What follows belongs to an exercise in optimizing a design on an open flow for small area; a production flow would make more cautious choices.
Function was checked by simulation only, so behaviour that the tests miss may differ from the original.
The flow treats the clock pin as an ideal source, which a real chip does not have.
Power is estimated from default activity; no workload was simulated.

Design cam_top, start of the top module:
module cam_top
(
  input  logic      clk,
  input  logic      rst_an,
  input  logic      write_valid,
  input  cam_pkg::cam_data_t write_data,
  output logic      wcredit,
  input  logic      search_valid,
  input  cam_pkg::cam_key_t  search_key,
  output logic      hit_valid,
  output logic      hit,
  output cam_pkg::cam_data_t hit_data
);
Size: roughly 2100 flip-flops, about 62 I/O pins, about 0.097 mm^2 of cells after synthesis.
export LEC_CHECK = 0
export CAP_MARGIN = 20
export CORE_MARGIN = 2
export CORE_UTILIZATION = 46
export CTS_CLUSTER_DIAMETER = 60
export CTS_CLUSTER_SIZE = 30
export PLACE_DENSITY = 0.58
export SLEW_MARGIN = 20
create_clock -name core_clock -period 10.0 [get_ports {clk}]
standard.sh (not shown) runs the stock make flow with config.mk's settings and CLKGATE_MAP_FILE= SYNTH_SCRIPT=/design/flow/synth_recipe.tcl, a recipe that flattens the netlist after the stock synthesis.
==> flow/flow/run.sh <==
#!/bin/bash
# The standard layout, with two changes to the clock tree:
#  - clock tree synthesis adds no dummy loads;
#  - after it, each clock buffer is given the smallest clkbuf size that
#    keeps the slew at every pin it drives under 100 ps, and long
#    signal nets are repaired to a wider slew and cap margin.
set -euo pipefail
export CTS_ARGS="-sink_clustering_enable -repair_clock_nets -dont_use_dummy_load -sink_clustering_size 24 -sink_clustering_max_diameter 120"
bash standard.sh cts > standard_cts.log 2>&1
openroad -no_init -exit flow/ckdown.tcl > ckdown.log 2>&1
bash standard.sh > standard.log 2>&1
==> flow/flow/ckdown.tcl <==
# shrink clock buffers where the slew they give stays under the limit.
set R orfs/results/$::env(FLOW_PLATFORM)/cam_top/base
set P $::env(FLOW_HOME)/platforms/$::env(FLOW_PLATFORM)
read_liberty $P/lib/sky130_fd_sc_hd__tt_025C_1v80.lib
read_db $R/4_cts.odb
read_sdc $R/4_cts.sdc
source $P/setRC.tcl
set_propagated_clock [all_clocks]
estimate_parasitics -placement
set lim 0.1
set n 0
foreach inst [get_cells -filter "ref_name =~ sky130_fd_sc_hd__clkbuf_*"] {
  set orig [get_property $inst ref_name]
  set outpin [get_pins -of_objects $inst -filter "direction==output"]
  set loads [get_pins -of_objects [get_nets -of_objects $outpin] -filter "direction==input"]
  foreach cand {sky130_fd_sc_hd__clkbuf_2 sky130_fd_sc_hd__clkbuf_4 sky130_fd_sc_hd__clkbuf_8} {
    if {$cand == $orig} break
    replace_cell $inst $cand
    set ok 1
    foreach l $loads { if {[get_property $l slew_max] > $lim} {set ok 0; break} }
    if {$ok} { incr n; break } else { replace_cell $inst $orig }
  }
}
puts "resized $n clock buffers"
# long signal nets: routed, their slew comes out well above the
# placement estimate, so repair them here to a wider margin.
set_dont_use {sky130_fd_sc_hd__probe_p_8 sky130_fd_sc_hd__probec_p_8 sky130_fd_sc_hd__lpflow_*}
estimate_parasitics -placement
repair_design -slew_margin 40 -cap_margin 40
detailed_placement
check_placement -verbose
report_worst_slack -max
report_worst_slack -min
write_db $R/4_cts.odb
The first run finished clean.
Next try:
--- a/flow/flow/ckdown.tcl
+++ b/flow/flow/ckdown.tcl
@@ -29 +29 @@
-repair_design -slew_margin 40 -cap_margin 40
+repair_design -slew_margin 30 -cap_margin 30
Settings changed: CORE_UTILIZATION 46 to 50, CTS_CLUSTER_DIAMETER 60 to 120, CTS_CLUSTER_SIZE 30 to 24, PLACE_DENSITY 0.58 to 0.62.
The changed run finished with timing, DRC and antenna clean.
Clock skew goes down by 8.8 ps.
Area after synthesis is unchanged.
Cell area goes down by 0.83%.
Clock power goes down by about 1%.
Routed wire length goes down by 0.47%.
Final cell count goes down by 2.3%.
Non-clock buffer count goes down by 6.

========
cam_top again, from the RTL that the note above started with.
==> flow/config.mk <==
export PLATFORM = sky130hd
export DESIGN_NAME = cam_top
export DESIGN_NICKNAME = cam_top
export VERILOG_FILES = /design/flow/design.v
export SDC_FILE = /design/flow/constraint.sdc
export NUM_CORES = 4
export LEC_CHECK = 0
export CAP_MARGIN = 20
export CORE_MARGIN = 2
export CORE_UTILIZATION = 46
export CTS_CLUSTER_DIAMETER = 60
export CTS_CLUSTER_SIZE = 30
export PLACE_DENSITY = 0.58
export SLEW_MARGIN = 20
==> flow/constraint.sdc <==
create_clock -name core_clock -period 10.0 [get_ports {clk}]
set_input_delay 2.0000 -clock core_clock [delete_from_list [all_inputs] [get_ports {clk}]]
set_output_delay 2.0000 -clock core_clock [all_outputs]
set_load 0.01 [all_outputs]
==> flow/flow/run.sh <==
#!/bin/bash
# The standard layout, with two changes to the clock tree:
#  - clock tree synthesis adds no dummy loads;
#  - after it, each clock buffer is given the smallest clkbuf size that
#    keeps the slew at every pin it drives under 100 ps, and long
#    signal nets are repaired to a wider slew and cap margin.
set -euo pipefail
export CTS_ARGS="-sink_clustering_enable -repair_clock_nets -dont_use_dummy_load -sink_clustering_size 30 -sink_clustering_max_diameter 60"
bash standard.sh cts > standard_cts.log 2>&1
openroad -no_init -exit flow/ckdown.tcl > ckdown.log 2>&1
bash standard.sh > standard.log 2>&1
==> flow/flow/ckdown.tcl <==
# shrink clock buffers where the slew they give stays under the limit.
set R orfs/results/$::env(FLOW_PLATFORM)/cam_top/base
set P $::env(FLOW_HOME)/platforms/$::env(FLOW_PLATFORM)
read_liberty $P/lib/sky130_fd_sc_hd__tt_025C_1v80.lib
read_db $R/4_cts.odb
read_sdc $R/4_cts.sdc
source $P/setRC.tcl
set_propagated_clock [all_clocks]
estimate_parasitics -placement
set lim 0.1
set n 0
foreach inst [get_cells -filter "ref_name =~ sky130_fd_sc_hd__clkbuf_*"] {
  set orig [get_property $inst ref_name]
  set outpin [get_pins -of_objects $inst -filter "direction==output"]
  set loads [get_pins -of_objects [get_nets -of_objects $outpin] -filter "direction==input"]
  foreach cand {sky130_fd_sc_hd__clkbuf_2 sky130_fd_sc_hd__clkbuf_4 sky130_fd_sc_hd__clkbuf_8} {
    if {$cand == $orig} break
    replace_cell $inst $cand
    set ok 1
    foreach l $loads { if {[get_property $l slew_max] > $lim} {set ok 0; break} }
    if {$ok} { incr n; break } else { replace_cell $inst $orig }
  }
}
puts "resized $n clock buffers"
# long signal nets: routed, their slew comes out well above the
# placement estimate, so repair them here to a wider margin.
set_dont_use {sky130_fd_sc_hd__probe_p_8 sky130_fd_sc_hd__probec_p_8 sky130_fd_sc_hd__lpflow_*}
estimate_parasitics -placement
repair_design -slew_margin 40 -cap_margin 40
detailed_placement
check_placement -verbose
report_worst_slack -max
report_worst_slack -min
write_db $R/4_cts.odb
Edit:
--- a/flow/flow/run.sh
+++ b/flow/flow/run.sh
@@ -6,5 +6,5 @@
 #    signal nets are repaired to a wider slew and cap margin.
 set -euo pipefail
-export CTS_ARGS="-sink_clustering_enable -repair_clock_nets -dont_use_dummy_load -sink_clustering_size 30 -sink_clustering_max_diameter 60"
+export CTS_ARGS="-sink_clustering_enable -repair_clock_nets -dont_use_dummy_load -sink_clustering_size 24 -sink_clustering_max_diameter 120"
 bash standard.sh cts > standard_cts.log 2>&1
 openroad -no_init -exit flow/ckdown.tcl > ckdown.log 2>&1
--- a/flow/flow/ckdown.tcl
+++ b/flow/flow/ckdown.tcl
@@ -27,5 +27,5 @@
 set_dont_use {sky130_fd_sc_hd__probe_p_8 sky130_fd_sc_hd__probec_p_8 sky130_fd_sc_hd__lpflow_*}
 estimate_parasitics -placement
-repair_design -slew_margin 40 -cap_margin 40
+repair_design -slew_margin 30 -cap_margin 30
 detailed_placement
 check_placement -verbose
Wire length barely changes.
Synthesized cell count does not change.
Utilization drops by 0.48 points.
Global-route usage drops by 0.18 points.
Sequential power hardly moves.
Final area drops by 0.93%.
Worst hold slack improves by 0.0044 ns.
Power drops by 2.9%.
Via count drops by 0.84%.
Die area stays the same.
Edit:
--- a/flow/flow/run.sh
+++ b/flow/flow/run.sh
@@ -6,5 +6,5 @@
 #    signal nets are repaired to a wider slew and cap margin.
 set -euo pipefail
-export CTS_ARGS="-sink_clustering_enable -repair_clock_nets -dont_use_dummy_load -sink_clustering_size 24 -sink_clustering_max_diameter 120"
+export CTS_ARGS="-sink_clustering_enable -repair_clock_nets -dont_use_dummy_load -sink_clustering_size 30 -sink_clustering_max_diameter 60"
 bash standard.sh cts > standard_cts.log 2>&1
 openroad -no_init -exit flow/ckdown.tcl > ckdown.log 2>&1
--- a/flow/flow/ckdown.tcl
+++ b/flow/flow/ckdown.tcl
@@ -27,5 +27,5 @@
 set_dont_use {sky130_fd_sc_hd__probe_p_8 sky130_fd_sc_hd__probec_p_8 sky130_fd_sc_hd__lpflow_*}
 estimate_parasitics -placement
-repair_design -slew_margin 30 -cap_margin 30
+repair_design -slew_margin 40 -cap_margin 40
 detailed_placement
 check_placement -verbose
--- a/flow/config.mk
+++ b/flow/config.mk
@@ -8,7 +8,7 @@
 export CAP_MARGIN = 20
 export CORE_MARGIN = 2
-export CORE_UTILIZATION = 46
+export CORE_UTILIZATION = 40
 export CTS_CLUSTER_DIAMETER = 60
 export CTS_CLUSTER_SIZE = 30
-export PLACE_DENSITY = 0.58
+export PLACE_DENSITY = 0.5
 export SLEW_MARGIN = 20
What happened:
- The new run finished with timing, DRC and antenna clean
- routed wire length went up by 5.0%
- design area went up by 1.5%
- first-iteration DRC count went down by 15%
- sequential share of layout area went down by 0.79 points
- global-route usage went down by 4.0 points
- clock skew went up by 0.041 ns
Edit:
--- a/flow/flow/run.sh
+++ b/flow/flow/run.sh
@@ -6,5 +6,5 @@
 #    signal nets are repaired to a wider slew and cap margin.
 set -euo pipefail
-export CTS_ARGS="-sink_clustering_enable -repair_clock_nets -dont_use_dummy_load -sink_clustering_size 30 -sink_clustering_max_diameter 60"
+export CTS_ARGS="-sink_clustering_enable -repair_clock_nets -dont_use_dummy_load -sink_clustering_size 24 -sink_clustering_max_diameter 90"
 bash standard.sh cts > standard_cts.log 2>&1
 openroad -no_init -exit flow/ckdown.tcl > ckdown.log 2>&1
--- a/flow/config.mk
+++ b/flow/config.mk
@@ -8,7 +8,7 @@
 export CAP_MARGIN = 20
 export CORE_MARGIN = 2
-export CORE_UTILIZATION = 40
+export CORE_UTILIZATION = 46
 export CTS_CLUSTER_DIAMETER = 60
 export CTS_CLUSTER_SIZE = 30
-export PLACE_DENSITY = 0.5
+export PLACE_DENSITY = 0.58
 export SLEW_MARGIN = 20
The new run went through all stages and came out clean.
Hold slack is worse by 0.0079 ns.
First-iteration DRC count went up by 18%.
Global-route usage went up by 4.1 points.
Design area went down by 0.83%.
Worst setup slack is better by 0.34 ns.
Routed wire length went down by 4.6%.

[separate check: timing with driven ports]
No port has a modelled driver above. Below, the same layouts with a new extraction and two added sets of constraints. Step 1: set_driving_cell puts a clkbuf_16 on clk and a buf_2 on each other input, an assumption about the parent block. Step 2 moves the port delays by t, midway between the first and last clock arrival at a register: inputs arrive t later, outputs are due t later. That takes back most of the time a late clock gives input paths. a / b / c = ideal / step 1 / step 2; a / b = the first two.
| run | t (ns) | slack for setup (ns) | latest minus earliest clock arrival (ns) |
|---|---|---|---|
| the first run of note 1 | 0.904 | 2.619 / 2.523 / 3.172 | 0.071 / 0.071 |
| the second run of note 1 | 0.903 | 2.089 / 1.990 / 2.893 | 0.082 / 0.082 |
| the first run of note 2 | 0.915 | 2.480 / 2.384 / 3.101 | 0.106 / 0.106 |
| the second run of note 2 | 0.908 | 2.551 / 2.468 / 3.178 | 0.071 / 0.070 |
| the third run of note 2 | 0.935 | 2.252 / 2.154 / 3.089 | 0.107 / 0.108 |
| the fourth run of note 2 | 0.937 | 2.589 / 2.487 / 3.200 | 0.075 / 0.074 |
After both steps setup and hold are still met in every run listed.
